This is an optimization exercise on Yosys and OpenROAD, whose aim is small area, a short achievable clock period and few clock cycles per item, not a production implementation. The RTL was checked by simulation tests, not by an equivalence proof against the original design. Power figures rest on the tool's default switching activity, not on a simulated workload.

File: run.sh
#!/bin/bash
# synth_recipe.tcl (not shown) runs the flow's synth.tcl, then flattens the netlist and writes it again
# the make line also repeats each setting of config.mk as NAME=value (left out here)
make -C /OpenROAD-flow-scripts/flow DESIGN_CONFIG=/design/flow/config.mk WORK_HOME=/design/flow/orfs CLKGATE_MAP_FILE= SYNTH_SCRIPT=/design/flow/synth_recipe.tcl finish
File: config.mk
export PLATFORM = sky130hd
export DESIGN_NAME = modred_top
export DESIGN_NICKNAME = modred_top
export VERILOG_FILES = /design/flow/design.v
export SDC_FILE = /design/flow/constraint.sdc
export NUM_CORES = 4
export LEC_CHECK = 0
export CAP_MARGIN = 20
export CORE_MARGIN = 2
export CORE_UTILIZATION = 40
export SLEW_MARGIN = 20
File: constraint.sdc
create_clock -name core_clock -period 10.0 [get_ports {clk_i}]
set_input_delay 2.0000 -clock core_clock [delete_from_list [all_inputs] [get_ports {clk_i}]]
set_output_delay 2.0000 -clock core_clock [all_outputs]
set_load 0.01 [all_outputs]
File: design.v
package modred_pkg;
  typedef logic [32-1:0] word_t;
  typedef enum logic {
    MOD_MERSENNE = 1'b0,   
    MOD_FERMAT   = 1'b1    
  } mod_kind_e;
endpackage
`timescale 1ns/1ns
module modred_shared_mem #(
  parameter int ROW_W = 4,
  parameter int NROWS = 64 / ROW_W,
  parameter int PTR_W = $clog2(NROWS)
) (
  input  logic                          clk_i,
  input  logic [ROW_W-1:0]              tag_v_i,      
  input  logic [ROW_W-1:0][4:0]         tag_k_i,
  input  logic [ROW_W-1:0]              tag_kind_i,
  input  logic [ROW_W-1:0]              wr_en_i,      
  input  modred_pkg::word_t             wr_data_i,
  output logic [PTR_W-1:0]              ptr_o,
  output logic [ROW_W-1:0][32-1:0] last_row_o  
);
  localparam int FIRST_PLAIN = 5;
  logic [PTR_W-1:0]                    ptr_q;
  logic [ROW_W-1:0][32-1:0]    head_q;
  logic [ROW_W-1:0]                    head_v_q;
  logic [ROW_W-1:0][4:0]               head_k_q;
  logic [ROW_W-1:0]                    head_kind_q;
  logic [ROW_W-1:0][32-1:0]    red;
  logic [ROW_W-1:0][32-1:0]    row_q [FIRST_PLAIN:NROWS-1];
  always_ff @(posedge clk_i) begin
    ptr_q <= ptr_q + 1'b1;
  end
  for (genvar i = 0; i < ROW_W; i++) begin : g_word
    always_ff @(posedge clk_i) begin
      head_q[i]      <= wr_en_i[i] ? wr_data_i : row_q[NROWS-1][i];
      head_v_q[i]    <= tag_v_i[i];
      head_k_q[i]    <= tag_k_i[i];
      head_kind_q[i] <= tag_kind_i[i];
    end
    modred_engine u_red (
      .clk_i  (clk_i),
      .x_i    (head_q[i]),
      .v_i    (head_v_q[i]),
      .k_i    (head_k_q[i]),
      .kind_i (head_kind_q[i]),
      .r_o    (red[i])
    );
  end
  always_ff @(posedge clk_i) begin
    row_q[FIRST_PLAIN] <= red;
    for (int s = FIRST_PLAIN + 1; s < NROWS; s++) begin
      row_q[s] <= row_q[s-1];
    end
  end
  assign ptr_o      = ptr_q;
  assign last_row_o = row_q[NROWS-1];
endmodule
`timescale 1ns/1ns
module modred_engine (
  input  logic        clk_i,
  input  logic [31:0] x_i,
  input  logic        v_i,
  input  logic [4:0]  k_i,
  input  logic        kind_i,
  output logic [31:0] r_o
);
  logic [2:0]  a_sh;      
  logic        a_on;
  always_comb begin
    a_on = v_i;
    a_sh = 3'd0;
    case (k_i)
      5'd2, 5'd4, 5'd8: a_sh = 3'd0;   
      5'd3, 5'd6, 5'd12: a_sh = 3'd4;  
      5'd5, 5'd10: a_sh = 3'd2;        
      5'd7, 5'd14: a_sh = 3'd6;        
      5'd9:  a_sh = 3'd1;              
      5'd11: a_sh = 3'd3;              
      5'd13: a_sh = 3'd5;              
      5'd15: a_sh = 3'd7;              
      default: a_on = 1'b0;            
    endcase
  end
  logic [15:0] a_hi;
  logic [15:0] a_keep;    
  logic [32:0] a_sum;
  logic [31:0] a_v;
  logic        a_c;
  always_comb begin
    a_hi   = a_on ? (x_i[31:16] >> {a_sh, 1'b0}) : 16'd0;
    a_keep = a_on ? ~(16'hFFFF << {a_sh, 1'b0}) : 16'hFFFF;
    a_sum  = {1'b0, x_i[31:16] & a_keep, x_i[15:0]} + {17'd0, a_hi};
    a_c    = a_on ? a_sum[5'd16 + {a_sh, 1'b0}] : 1'b0;
    a_v    = {a_sum[31:16] & a_keep, a_sum[15:0]};
  end
  logic [31:0] s1_v;
  logic        s1_c, s1_on, s1_kind;
  logic [4:0]  s1_k;
  always_ff @(posedge clk_i) begin
    s1_v    <= a_v;
    s1_c    <= a_c;
    s1_on   <= v_i;
    s1_k    <= k_i;
    s1_kind <= kind_i;
  end
  logic [1:0]  b_sh;      
  logic        b_on;
  always_comb begin
    b_on = s1_on;
    b_sh = 2'd0;
    case (s1_k)
      5'd2, 5'd4: b_sh = 2'd0;   
      5'd5:       b_sh = 2'd1;   
      5'd3, 5'd6: b_sh = 2'd2;   
      5'd7:       b_sh = 2'd3;   
      default:    b_on = 1'b0;
    endcase
  end
  logic [13:0] b_hi;
  logic [5:0]  b_keep;
  logic [14:0] b_sum;
  logic [31:0] b_v;
  logic        b_c;
  always_comb begin
    b_hi   = 14'(s1_v[27:8] >> {b_sh, 1'b0});
    b_keep = ~(6'h3F << {b_sh, 1'b0});
    b_sum  = {1'b0, s1_v[13:8] & b_keep, s1_v[7:0]} + {1'b0, b_hi} + {14'd0, s1_c};
    if (b_on) begin
      b_c = b_sum[4'd8 + {b_sh, 1'b0}];
      b_v = {18'd0, b_sum[13:8] & b_keep, b_sum[7:0]};
    end else begin
      b_c = s1_c;
      b_v = s1_v;
    end
  end
  logic [31:0] s2_v;
  logic        s2_c, s2_on, s2_kind;
  logic [4:0]  s2_k;
  always_ff @(posedge clk_i) begin
    s2_v    <= b_v;
    s2_c    <= b_c;
    s2_on   <= s1_on;
    s2_k    <= s1_k;
    s2_kind <= s1_kind;
  end
  logic        c_on, c_six;
  logic [5:0]  c_hi;
  logic [5:0]  c_lo;
  logic [6:0]  c_sum;
  logic [31:0] c_v;
  logic        c_c;
  always_comb begin
    c_six = (s2_k == 5'd3);
    c_on  = s2_on && (s2_k == 5'd2 || s2_k == 5'd3);
    c_hi  = c_six ? s2_v[11:6] : {2'b00, s2_v[7:4]};
    c_lo  = c_six ? s2_v[5:0] : {2'b00, s2_v[3:0]};
    c_sum = {1'b0, c_lo} + {1'b0, c_hi} + {6'd0, s2_c};
    if (c_on) begin
      c_c = c_six ? c_sum[6] : c_sum[4];
      c_v = c_six ? {26'd0, c_sum[5:0]} : {28'd0, c_sum[3:0]};
    end else begin
      c_c = s2_c;
      c_v = s2_v;
    end
  end
  logic [31:0] s3_v;
  logic        s3_c, s3_on, s3_kind;
  logic [4:0]  s3_k;
  always_ff @(posedge clk_i) begin
    s3_v    <= c_v;
    s3_c    <= c_c;
    s3_on   <= s2_on;
    s3_k    <= s2_k;
    s3_kind <= s2_kind;
  end
  logic [15:0] d_mask;
  logic [15:0] d_hi;
  logic [15:0] d_lo;
  logic [17:0] d_sum;
  always_comb begin
    d_mask = ~(16'hFFFF << s3_k);
    d_hi   = 16'(s3_v[31:2] >> (s3_k - 5'd2));
    d_lo   = s3_v[15:0] & d_mask;
    d_sum  = {2'b00, d_lo} + ({2'b00, d_hi} ^ {18{s3_kind}}) + {17'd0, s3_kind} + {17'd0, s3_c};
  end
  logic [31:0] s4_v;
  logic        s4_on, s4_kind;
  logic [4:0]  s4_k;
  always_ff @(posedge clk_i) begin
    s4_v    <= s3_on ? {14'd0, d_sum} : s3_v;
    s4_on   <= s3_on;
    s4_k    <= s3_k;
    s4_kind <= s3_kind;
  end
  logic [15:0] e_mask;
  logic [16:0] e_s2;
  logic [16:0] e_pk;      
  logic [16:0] e_m;
  logic [17:0] e_fadd;
  always_comb begin
    e_mask = ~(16'hFFFF << s4_k);
    e_pk   = 17'd1 << s4_k;
    e_s2   = {1'b0, s4_v[15:0] & e_mask} + {16'd0, |(s4_v[16:0] & e_pk)};
    e_fadd = s4_v[17:0] + {1'b0, e_pk} + 18'd1;
    if (!s4_on) begin
      r_o = s4_v;
    end else if (s4_kind) begin
      r_o = s4_v[17] ? {14'd0, e_fadd} : {14'd0, s4_v[17:0]};
    end else begin
      if ((e_s2 & e_pk) != 17'd0) begin
        r_o = 32'd1;                                    
      end else if ((e_s2[15:0] | ~e_mask) == 16'hFFFF) begin
        r_o = 32'd0;                                    
      end else begin
        r_o = {15'd0, e_s2};
      end
    end
  end
endmodule
`timescale 1ns/1ns
module modred_apb_regs #(
  parameter int ROW_W = 4,
  parameter int NROWS = 64 / ROW_W,
  parameter int PTR_W = $clog2(NROWS),
  parameter int WRD_W = $clog2(ROW_W)
) (
  input  logic                             clk_i,
  input  logic                             rst_ni,
  input  logic                             psel_i,
  input  logic                             penable_i,
  input  logic                             pwrite_i,
  input  logic [11:0]                      paddr_i,
  input  modred_pkg::word_t                pwdata_i,
  output modred_pkg::word_t                prdata_o,
  output logic                             pready_o,
  output logic                             pslverr_o,
  input  logic [PTR_W-1:0]                 ptr_i,
  input  logic [ROW_W-1:0][32-1:0] last_row_i,
  output logic [ROW_W-1:0]                 tag_v_o,
  output logic [ROW_W-1:0][4:0]            tag_k_o,
  output logic [ROW_W-1:0]                 tag_kind_o,
  output logic [ROW_W-1:0]                 wr_en_o,
  output modred_pkg::word_t                wr_data_o
);
  localparam logic [1:0] REG_CFG   = 2'd0;
  localparam logic [1:0] REG_BASE  = 2'd1;
  localparam logic [1:0] REG_COUNT = 2'd2;
  localparam logic [1:0] REG_CTRL  = 2'd3;
  logic [4:0]            k_q     [0:1];
  logic                  kind_q  [0:1];
  logic [6-1:0] base_q  [0:1];
  logic [8:0]            count_q [0:1];
  logic [1:0]            busy_q;
  logic [1:0]            done_q;
  logic [PTR_W-1:0]      last_q  [0:1];
  logic                  mem_pend_q;
  logic                  mem_we_q;
  logic [PTR_W-1:0]      mem_row_q;
  logic [WRD_W-1:0]      mem_word_q;
  logic                  pready_q;
  logic                  pslverr_q;
  modred_pkg::word_t     prdata_q;
  logic        setup;
  logic        is_mem;
  logic        is_reg;
  logic        esel;
  logic [1:0]  rsel;
  logic [4:0]  wr_k;
  logic        cfg_ok;
  logic        reg_err;
  logic        reg_wr;
  logic [1:0]  start;
  modred_pkg::word_t reg_rdata;
  assign setup  = psel_i & ~penable_i;
  assign is_mem = (paddr_i[11:10] == 2'b00);
  assign is_reg = (paddr_i[11:5] == 7'b0100000);
  assign esel   = paddr_i[4];
  assign rsel   = paddr_i[3:2];
  assign wr_k   = pwdata_i[4:0];
  assign cfg_ok = (wr_k >= 5'd2) && (wr_k <= 5'd16) &&
                  !(|pwdata_i[31:9]) && !(|pwdata_i[7:5]);
  always_comb begin
    reg_err = 1'b0;
    if (!is_reg) begin
      reg_err = 1'b1;
    end else if (pwrite_i && busy_q[esel]) begin
      reg_err = 1'b1;
    end else if (pwrite_i && rsel == REG_CFG && !cfg_ok) begin
      reg_err = 1'b1;
    end
  end
  assign reg_wr = setup && !is_mem && pwrite_i && !reg_err;
  always_comb begin
    for (int e = 0; e < 2; e++) begin
      start[e] = reg_wr && (rsel == REG_CTRL) && pwdata_i[0] && (esel == 1'(e));
    end
  end
  always_comb begin
    reg_rdata = '0;
    if (is_reg) begin
      case (rsel)
        REG_CFG:   reg_rdata = {23'd0, kind_q[esel], 3'd0, k_q[esel]};
        REG_BASE:  reg_rdata = {26'd0, base_q[esel]};
        REG_COUNT: reg_rdata = {23'd0, count_q[esel]};
        default:   reg_rdata = {30'd0, done_q[esel], busy_q[esel]};
      endcase
    end
  end
  logic [PTR_W-1:0] entry_row;
  logic             hit;
  assign entry_row = ptr_i + 1'b1;
  assign hit       = mem_pend_q && (mem_row_q == entry_row);
  always_comb begin
    for (int i = 0; i < ROW_W; i++) begin
      wr_en_o[i] = hit && mem_we_q && (mem_word_q == WRD_W'(i));
    end
  end
  assign wr_data_o = pwdata_i;
  always_ff @(posedge clk_i or negedge rst_ni) begin
    if (!rst_ni) begin
      mem_pend_q <= 1'b0;
      mem_we_q   <= 1'b0;
      mem_row_q  <= '0;
      mem_word_q <= '0;
      pready_q   <= 1'b0;
      pslverr_q  <= 1'b0;
      prdata_q   <= '0;
    end else begin
      if (setup) begin
        mem_pend_q <= is_mem;
        mem_we_q   <= pwrite_i;
        mem_row_q  <= paddr_i[6+1:2+WRD_W];
        mem_word_q <= paddr_i[1+WRD_W:2];
        pready_q   <= !is_mem;
        pslverr_q  <= !is_mem && reg_err;
        prdata_q   <= pwrite_i ? '0 : reg_rdata;
      end else if (hit) begin
        mem_pend_q <= 1'b0;
        pready_q   <= 1'b1;
        if (!mem_we_q) begin
          prdata_q <= last_row_i[mem_word_q];
        end
      end
    end
  end
  assign prdata_o  = prdata_q;
  assign pready_o  = pready_q;
  assign pslverr_o = pslverr_q;
  logic [PTR_W-1:0] first_row;    
  assign first_row = ptr_i + 2'd2;
  function automatic logic [PTR_W-1:0] last_row_of(input logic [6-1:0] base,
                                                   input logic [8:0] count,
                                                   input logic [PTR_W-1:0] h);
    logic [6:0]       cnt;
    logic [6:0]       span;       
    logic [PTR_W-1:0] f;
    logic [PTR_W-1:0] l;
    logic             full;
    logic             inr;
    cnt  = (count > 9'd64) ? 7'd64 : count[6:0];
    span = (7'(base[WRD_W-1:0]) + cnt - 7'd1) >> WRD_W;
    full = span >= 7'(NROWS - 1);
    f    = base[6-1:WRD_W];
    l    = f + PTR_W'(span);
    inr  = 7'(PTR_W'(h - f)) <= span;
    if (full || (inr && h != f)) begin
      last_row_of = h - 1'b1;
    end else begin
      last_row_of = l;
    end
  endfunction
  always_ff @(posedge clk_i or negedge rst_ni) begin
    if (!rst_ni) begin
      busy_q <= '0;
      done_q <= '0;
      for (int e = 0; e < 2; e++) begin
        k_q[e]     <= '0;
        kind_q[e]  <= 1'b0;
        base_q[e]  <= '0;
        count_q[e] <= '0;
        last_q[e]  <= '0;
      end
    end else begin
      for (int e = 0; e < 2; e++) begin
        if (start[e]) begin
          busy_q[e] <= (count_q[e] != 9'd0);
          done_q[e] <= (count_q[e] == 9'd0);
          last_q[e] <= last_row_of(base_q[e], count_q[e], first_row);
        end else if (busy_q[e] && entry_row == last_q[e]) begin
          busy_q[e] <= 1'b0;
          done_q[e] <= 1'b1;
        end
        if (reg_wr && esel == 1'(e)) begin
          case (rsel)
            REG_CFG: begin
              k_q[e]    <= wr_k;
              kind_q[e] <= pwdata_i[8];
            end
            REG_BASE:  base_q[e]  <= pwdata_i[6-1:0];
            REG_COUNT: count_q[e] <= pwdata_i[8:0];
            default: begin
            end
          endcase
        end
      end
    end
  end
  always_comb begin
    logic [6-1:0] w;
    logic [6-1:0] d0;
    logic [6-1:0] d1;
    logic                  in0;
    logic                  in1;
    for (int i = 0; i < ROW_W; i++) begin
      w   = {entry_row, WRD_W'(i)};
      d0  = w - base_q[0];
      d1  = w - base_q[1];
      in0 = busy_q[0] && ((count_q[0][8:6] != 3'd0) || (d0 < count_q[0][5:0]));
      in1 = busy_q[1] && ((count_q[1][8:6] != 3'd0) || (d1 < count_q[1][5:0]));
      tag_v_o[i]    = in0 || in1;
      tag_k_o[i]    = in0 ? k_q[0] : k_q[1];
      tag_kind_o[i] = in0 ? kind_q[0] : kind_q[1];
    end
  end
endmodule
`timescale 1ns/1ns
module modred_top (
  input  logic              clk_i,
  input  logic              rst_ni,
  input  logic              psel_i,
  input  logic              penable_i,
  input  logic              pwrite_i,
  input  logic [11:0]       paddr_i,
  input  modred_pkg::word_t pwdata_i,
  output modred_pkg::word_t prdata_o,
  output logic              pready_o,
  output logic              pslverr_o
);
  localparam int ROW_W = 4;
  localparam int NROWS = 64 / ROW_W;
  localparam int PTR_W = $clog2(NROWS);
  logic [PTR_W-1:0]                 ptr;
  logic [ROW_W-1:0][32-1:0] last_row;
  logic [ROW_W-1:0]                 tag_v;
  logic [ROW_W-1:0][4:0]            tag_k;
  logic [ROW_W-1:0]                 tag_kind;
  logic [ROW_W-1:0]                 wr_en;
  modred_pkg::word_t                wr_data;
  modred_apb_regs #(
    .ROW_W (ROW_W),
    .NROWS (NROWS)
  ) u_regs (
    .clk_i      (clk_i),
    .rst_ni     (rst_ni),
    .psel_i     (psel_i),
    .penable_i  (penable_i),
    .pwrite_i   (pwrite_i),
    .paddr_i    (paddr_i),
    .pwdata_i   (pwdata_i),
    .prdata_o   (prdata_o),
    .pready_o   (pready_o),
    .pslverr_o  (pslverr_o),
    .ptr_i      (ptr),
    .last_row_i (last_row),
    .tag_v_o    (tag_v),
    .tag_k_o    (tag_k),
    .tag_kind_o (tag_kind),
    .wr_en_o    (wr_en),
    .wr_data_o  (wr_data)
  );
  modred_shared_mem #(
    .ROW_W (ROW_W),
    .NROWS (NROWS)
  ) u_mem (
    .clk_i      (clk_i),
    .tag_v_i    (tag_v),
    .tag_k_i    (tag_k),
    .tag_kind_i (tag_kind),
    .wr_en_i    (wr_en),
    .wr_data_i  (wr_data),
    .ptr_o      (ptr),
    .last_row_o (last_row)
  );
endmodule
==> run summary <==
----------------------------------------------------
[Final layout]
  Number of nets in the layout ... 9218
  Area overhead of the layout relative to synthesis ... 13.3%
  Final non-filler cell area ... 0.103 sq mm
  Share of cells above drive strength 1 ... 11.1%
  Final core occ ... 45.6%

[GRT]
  Via count of the first global-routing pass ... 60700
  GRT Residual Overflow ... 0
  Maximum number of pins on one net before global-route repair ... 66
  Global-route wire length before repair ... 375000 um
  Antenna violations before repair ... 29
  GRT Overall Usage ... 21.0%

[Critical path]
  Internal reg-to-reg setup slack ... 3040 ps
  Data arrival time of the critical path ... 7720 ps
  Kind of critical path ... reg2reg
  Endpoint kind of the worst setup timing path ... flop
  Startpoint Class ... flop
  Req. time, crit path ... 10760 ps
  Reg-to-reg critical path startpoint ... u_mem.g_word[0].u_red.s3_k[1]
  Worst r2r dst ... u_mem.g_word[0].u_red.s4_v[14]
  FF-to-FF path depth ... 22
  Highest net fanout along the worst path ... 39

[Worst hold path]
  Worst hold path startpoint ... u_mem.row_q[14][47]
  Hold Path Depth ... 0
  HP Class ... reg2reg
  Hold-critical path endpoint ... u_mem.row_q[15][47]

[Job]
  Maximum Capacitance Violations ... 0

[Drt]
  Final wirelength ... 248000 um
  Average wire per cell in the routed design ... 20.9 um
  Number of vias after detailed routing ... 62500
  1st-iter DRT viols ... 4938
  Post-detailed-route DRC marker count ... 0
  First-pass iteration count of the detailed router ... 6
  Number of nets with antenna violations after detailed routing ... 0
  Drt via density ... 5.27

[Logic synthesis]
  Synthesized area divided by synthesized cell count ... 10.5 sq um
  Cell Area, Synth ... 0.0907 sq mm
  Post-synth EDFFs ... 0
  Mapped Nets ... 9193
  Most used flip-flop cell after synthesis ... dfxtp_1
  Synth async-reset ratio ... 4.17%
  Unique masters post-synth ... 98
  Seq cells post-synth ... 2300
  Post-Syn Instances ... 8648
  Synth Warn # ... 9
  Seq/Total Area, Yosys ... 51.3%

[STA]
  Top achievable clock speed ... 144 MHz
  Unrepaired setup endpoints after global routing ... false
  Setup TNS ... 0 ps
  Final cycle utilization of the critical path ... 69.6%
  Count of pins over their slew limit ... 0
  Slew at the pin with the worst max-slew slack ... 1130 ps
  Period minus WS final ... 6960 ps
  Fin. Hold Viols ... 0
  # setup viols final ... 0
  Clock Skews ... 91.7 ps
  Remaining max-slew budget at the tightest pin ... 24.5%

[Status]
  Run status ... timing/DRC/antenna clean

[Floorplanning]
  Rows ... 174
  Core area ... 0.225 sq mm
  Number of I/O pins ... 83
  Starting density of the core ... 40.3%
  Die Outline Area ... 0.231 sq mm
  Die height ... 480 um
  Horiz. Die Dim ... 480 um

[CTS]
  TritonCTS buffer count ... 220
  Clock-pin slew reported for the worst setup and hold paths after clock tree synthesis ... 70 ps
  Post-CTS setup-driven buffer insertion count ... 0
  Clock Tree Buf Depth ... 3
  Clock root buffer ... clkbuf_16
  Count of hold-fix buffers inserted at cts ... 0
  CTS H-tree depth ... 4
  Count of clock tree sinks ... 2300
  Clock tree from TritonCTS ... yes
  Clock latency on the worst-skew pair ... 900 ps
  Number of gates resized after cts ... 0

[Power and ir drop]
  Tot Pwr ... 0.0185 W
  Max VDD drop ... 178 uV
  Standby leakage power ... 42.4 nW
  Pwr Density ... 180 mW/mm^2

[Place]
  Placer congestion estimate ... 0.923
  Final HPWL DP ... 183000 um
  Port buffer count ... 80
  Placement Cell Area ... 0.0945 sq mm

----------------------------------------------------
[layout by cell type (no fill, tap or decap), types with 47 or more instances in the layout]
cell type        instances
o21ai_0                421
xor2_1                 166
o211ai_1                56
nand3_1                140
nor2_1                 561
mux2_2                 303
nand2_1                711
inv_1                  273
or3_1                   50
nand2b_1                87
dfxtp_1               2199
nand4_1                 47
mux2i_1                232
buf_4                   82
nor2b_1                229
and2_1                 247
a21o_1                 107
o21a_1                  65
clkdlybuf4s50_1         79
mux4_2                 114
a31oi_1                 50
a21oi_1                369
a211oi_1                66
xnor2_1                301
dfrtp_1                 95
and3_1                  93
nor3_1                 134
clkbuf_16              222
ha_1                   454
[cell usage after synthesis (88+ instances only)]
cell type / instances / share of area, %
dfxtp_1: 2204 / 49
nand2_1: 712 / 2.9
nor2_1: 561 / 2.3
ha_1: 454 / 6.3
o21ai_0: 424 / 2.3
a21oi_1: 370 / 2.0
xnor2_1: 304 / 2.9
mux2_2: 303 / 3.8
clkbuf_1: 294 / 1.2
inv_1: 273 / 1.1
and2_1: 247 / 1.7
mux2i_1: 232 / 2.6
nor2b_1: 229 / 1.6
xor2_1: 166 / 1.6
nand3_1: 141 / 0.78
nor3_1: 135 / 0.74
mux4_2: 114 / 2.8
a21o_1: 107 / 0.89
dfrtp_1: 96 / 2.6
and3_1: 93 / 0.64
nand2b_1: 88 / 0.61
[per-layer routing]
layer	track usage, %	wire length, um	up-vias
li1	-	-	30300
met1	28.7	114000	30200
met2	33.8	113000	1648
met3	2.96	12000	398
met4	7.89	9210	6
met5	0	43	-
[area by class of cell]
type,count,area [sq um]
Fill cell,20900,122000
Sequential cell,2300,46500
Multi-Input combinational cell,5712,41800
Clock buffer,279,6080
Tap cell,2992,3740
Clock inverter,138,2080
Timing Repair Buffer,162,1410
Inverter,277,1040
Antenna cell,13,32.5
[per-stage QoR]
stage                     cells  hold WS [ps]  setup slack [ps]
after floorplan            8648           310              4000
after global placement    11400           310              3220
after detailed placement  11400           312              3120
after CTS                 11900           266              3050
after global routing      11900           278              2580
final                     11900           270              3040
[state kept, by name, indices dropped and copies added (netlist names), 12 cells and up]
signal and flops:
u_mem.g_word.u_red.s3_k 20, u_mem.g_word.u_red.s4_v 128, u_mem.g_word.u_red.s2_k 20, u_mem.g_word.u_red.s2_v 128, u_regs.prdata_q 32, u_mem.head_q 128
u_mem.g_word.u_red.s3_v 128, u_mem.g_word.u_red.s1_k 20, u_regs.count_q 18, u_regs.base_q 12, u_mem.row_q 1408, u_mem.head_k_q 20
u_mem.g_word.u_red.s1_v 128, u_mem.g_word.u_red.s4_k 20
[worst max path at each step]
stage	startpoint	end	slack [ps]
finish	u_mem.g_word[0].u_red.s3_k[1]	u_mem.g_word[0].u_red.s4_v[14]	3040
floorplan	u_mem.g_word[2].u_red.s3_k[1]	u_mem.g_word[2].u_red.s4_v[16]	4000
CTS	u_mem.g_word[0].u_red.s3_k[1]	u_mem.g_word[0].u_red.s4_v[14]	3050
global placement	u_mem.g_word[0].u_red.s3_k[1]	u_mem.g_word[0].u_red.s4_v[14]	3220
global route	u_mem.g_word[0].u_red.s3_k[1]	u_mem.g_word[0].u_red.s4_v[14]	2580
detailed placement	u_mem.g_word[0].u_red.s3_k[1]	u_mem.g_word[0].u_red.s4_v[14]	3120
[cell families (layout without fill, tap and decap cells)]
| logic type | after synthesis | count (layout) | synth area share (%) |
|---|---|---|---|
| and+or+nand+nor | 2479 | 2479 | 13.5 |
| muxes | 649 | 649 | 9.15 |
| buffers and inverters | 636 | 856 | 2.68 |
| adders and majority gates | 498 | 498 | 7.21 |
| AOI/OAI and AO/OA | 1616 | 1616 | 11.6 |
| xor gates and xnor gates | 470 | 470 | 4.54 |
| other | 0 | 13 | 0 |
| DFF | 2300 | 2300 | 51.3 |
[critical path: stages (launching register included)]
cell and delay [ps]:
dfxtp_1 310, buf_4 420, clkinv_1 570, ha_1 420
ha_1 830, inv_1 280, and2_1 220, o31a_1 290
xor2_1 170, fa_1 490, inv_1 40, ha_1 200
inv_1 90, fa_1 210, nor2b_1 50, o21ai_0 230
a21boi_0 200, o41ai_1 470, o21ai_0 220, o21ai_0 540
o21bai_1 130, a211oi_1 250, o22ai_1 110
[where the power goes]
group	internal (W)	leakage, nW	switching [W]
Sequential	0.00920	19.0	0.0000282
Clock	0.00534	3.97	0.00368
Combinational	0.0000985	19.5	0.000160
Total	0.0146	42.4	0.00387
Testbench counts, summed over its fixed seeds: cycles 4,486, words 5,120.

## what the ideal ports hide
How much do the figures lean on ideal ports? The routed layout below was timed once more, with nothing changed but the port constraints. Step 1, drivers: a clkbuf_16 drives clk_i and a buf_2 each remaining input, both assumed. Step 2 times the ports against the registers' clock, not the clock port: input delays grow and output delays shrink by t, the midpoint of the rising clock arrivals with the driver on. Three values: no drivers, after step 1, after step 2; two values: the first two.
t (ns): 0.947
setup slack, ns: 3.042 / 3.042 / 3.042
hold WS [ns]: 0.270 / 0.270 / 0.270
worst setup path at the end: register to register
cell pins on the clock port's net: 1
After both steps setup and hold are still met in this run. For this run, drivers alone change the setup slack by 0.000 ns; drivers and shift together by 0.000 ns.
